This design comes from an exercise in tuning for small area on the open sky130 flow, not from production work.
Function was checked by simulation only, so behaviour that the tests miss may differ from the original.
Power is estimated from default activity; no workload was simulated. The flow treats the clock pin as an ideal source, which a real chip does not have.

## job 7530
// rv_core_top
module rv_core_top
(
    input  wire logic            clk_i,
    input  wire logic            rst_n_i,
    output logic      [XLEN-1:0] inst_addr_o,
    input  wire logic [XLEN-1:0] inst_i,
    output logic                 mem_wen_o,
    output logic      [XLEN-1:0] mem_waddr_o,
    output logic      [XLEN-1:0] mem_wdata_o,
    output logic      [7:0]      mem_wmask_o,
    output logic      [XLEN-1:0] mem_raddr_o,
    input  wire logic [XLEN-1:0] mem_rdata_i
);
Size in the first run: roughly 1100 flip-flops.
export LEC_CHECK = 0
export CAP_MARGIN = 20
export CORE_MARGIN = 2
export CORE_UTILIZATION = 60
export SLEW_MARGIN = 20
create_clock -name core_clock -period 13.0 [get_ports {clk_i}]
standard.sh (not shown) runs the stock make flow with config.mk's settings and CLKGATE_MAP_FILE= SYNTH_SCRIPT=/design/flow/synth_recipe.tcl, a recipe that flattens the netlist after the stock synthesis.
==> flow/flow/run.sh <==
#!/bin/bash
# Own layout flow: the standard ORFS flow (bash standard.sh) with
#  - an area-oriented ABC mapping script (a private copy of the ORFS scripts
#    folder in which only abc_area.script differs, used with ABC_AREA=1),
#  - port buffers of the smallest buffer cell,
#  - a clock tree of larger sink clusters and no dummy loads.
# Each tool's output goes to a log file in the work folder.
set -euo pipefail
rm -rf scripts
cp -r "$FLOW_HOME/scripts" scripts
printf '%s\n' strash '&get -n' '&st' '&dch' '&nf -R 1000' '&st' '&dch' '&nf -R 1000' '&put' \
    > scripts/abc_area.script
CTS="-sink_clustering_enable -repair_clock_nets -dont_use_dummy_load"
CTS="$CTS -buf_list sky130_fd_sc_hd__clkbuf_16 sky130_fd_sc_hd__clkbuf_8 -sink_clustering_size 35 -sink_clustering_max_diameter 80"
bash standard.sh \
    "SCRIPTS_DIR=$PWD/scripts" \
    "ABC_AREA=1" \
    "BUFFER_PORTS_ARGS=-buffer_cell sky130_fd_sc_hd__buf_1" \
    "CTS_ARGS=$CTS" \
    finish > standard.log 2>&1
The log for job 7530 ends in clock tree synthesis with error STA-0564, so the run never completed.
Input changes introduced in job 7324 (baseline for comparison: job 7530):
--- a/flow/flow/run.sh
+++ b/flow/flow/run.sh
@@ -12,5 +12,5 @@
     > scripts/abc_area.script
 CTS="-sink_clustering_enable -repair_clock_nets -dont_use_dummy_load"
-CTS="$CTS -buf_list sky130_fd_sc_hd__clkbuf_16 sky130_fd_sc_hd__clkbuf_8 -sink_clustering_size 35 -sink_clustering_max_diameter 80"
+CTS="$CTS -buf_list sky130_fd_sc_hd__clkbuf_16 -sink_clustering_size 36 -sink_clustering_max_diameter 90"
 bash standard.sh \
     "SCRIPTS_DIR=$PWD/scripts" \
[summary]
Job 7324 went all the way through the flow, and no timing, DRC or antenna check failed. As far as fraction of the mapped netlist area in compound gates goes, job 7530 and job 7324 are indistinguishable; the numbers are identical. Diff job 7530 -> job 7324: standard cell area after detailed placement stayed essentially flat, synthesized instance count stayed essentially flat. Diff job 7324..job 7530 | post-DP HPWL | unchanged. Vertical die dimension came out exactly the same in job 7324 and job 7530. Netlist area before placement: job 7324 vs job 7530 identical. The number of top-level pins of job 7530 and that of job 7324 are within noise of each other. From job 7530 to job 7324, number of placed cells counting well taps did not move at all. Starting utilization of the core area came out exactly the same in job 7324 and job 7530.
diff inputs: job 7324 => job 4295
Settings: CORE_UTILIZATION now 70, was 60.
--- a/flow/flow/run.sh
+++ b/flow/flow/run.sh
@@ -12,5 +12,5 @@
     > scripts/abc_area.script
 CTS="-sink_clustering_enable -repair_clock_nets -dont_use_dummy_load"
-CTS="$CTS -buf_list sky130_fd_sc_hd__clkbuf_16 -sink_clustering_size 36 -sink_clustering_max_diameter 90"
+CTS="$CTS -buf_list sky130_fd_sc_hd__clkbuf_16 -sink_clustering_size 35 -sink_clustering_max_diameter 80"
 bash standard.sh \
     "SCRIPTS_DIR=$PWD/scripts" \
Notes after the runs:
For job 4295, the highest layer used for signal routing was met4, unlike job 7324, where it was met5. The final layout from job 4295, which completed every stage, passed the timing, design-rule and antenna checks at the end of the flow. Diff job 7324 -> job 4295: largest fanout of any net on the critical path held steady, worst max-slew margin expressed relative to the limit lower, area of all placed cells without fillers did not really move, global-route usage saw an increase. Diff job 7324 -> job 4295: area growth from synthesis to final layout dropped 0.28 points, power consumption climbed about 0.8%, final core utilization climbed 9.9 points.
The inputs of job 4566 differ from those of job 4295 as listed below.
Settings: CORE_UTILIZATION changed from 70 to 65.
--- a/flow/flow/run.sh
+++ b/flow/flow/run.sh
@@ -12,5 +12,5 @@
     > scripts/abc_area.script
 CTS="-sink_clustering_enable -repair_clock_nets -dont_use_dummy_load"
-CTS="$CTS -buf_list sky130_fd_sc_hd__clkbuf_16 -sink_clustering_size 35 -sink_clustering_max_diameter 80"
+CTS="$CTS -buf_list sky130_fd_sc_hd__clkbuf_16 -sink_clustering_size 37 -sink_clustering_max_diameter 60"
 bash standard.sh \
     "SCRIPTS_DIR=$PWD/scripts" \
--- outcome ---
No stage failed in job 4566, and the final checks on the layout all came back clean.
Of job 4566 and job 4295, the run reporting the higher final instance area was job 4566.
When job 4566 is set beside job 4295, its via count of the first global-routing pass turns out to be about 6% smaller.
Number of logic inverters in the finished layout came out exactly the same in job 4566 and job 4295.
Routed wire in job 4566 totals less than in job 4295.
Power dissipated in the clock network up about 3% in job 4566 wrt job 4295

[re-timing with driven ports]
In the flow no input, the clock included, has a driving cell. The finished layouts below were timed again as built, in two steps.
Step 1 assumes that a clkbuf_16 drives the clock port and a buf_2 every other input.
Step 2 adds t to the input delays and takes it off the output delays; t is the mean of the earliest and latest rising clock arrival at the registers after step 1. Input paths then give back, and output paths get back, about the clock's delay inside the block.
a / b / c = no drivers / after step 1 / after step 2; a / b = the first two.
run | shift t [ns] | slack for setup (ns) | cell pins on the clock port's net
job 7324 | 0.619 | 5.259 / 5.187 / 5.187 | 1
job 4295 | 0.620 | 5.152 / 5.128 / 5.128 | 1
job 4566 | 0.627 | 5.199 / 5.174 / 5.174 | 1
After both steps setup and hold are still met in every run listed. The setup slack of job 7324, which loses most, moves by -0.072 ns with the drivers and by -0.072 ns with both steps.
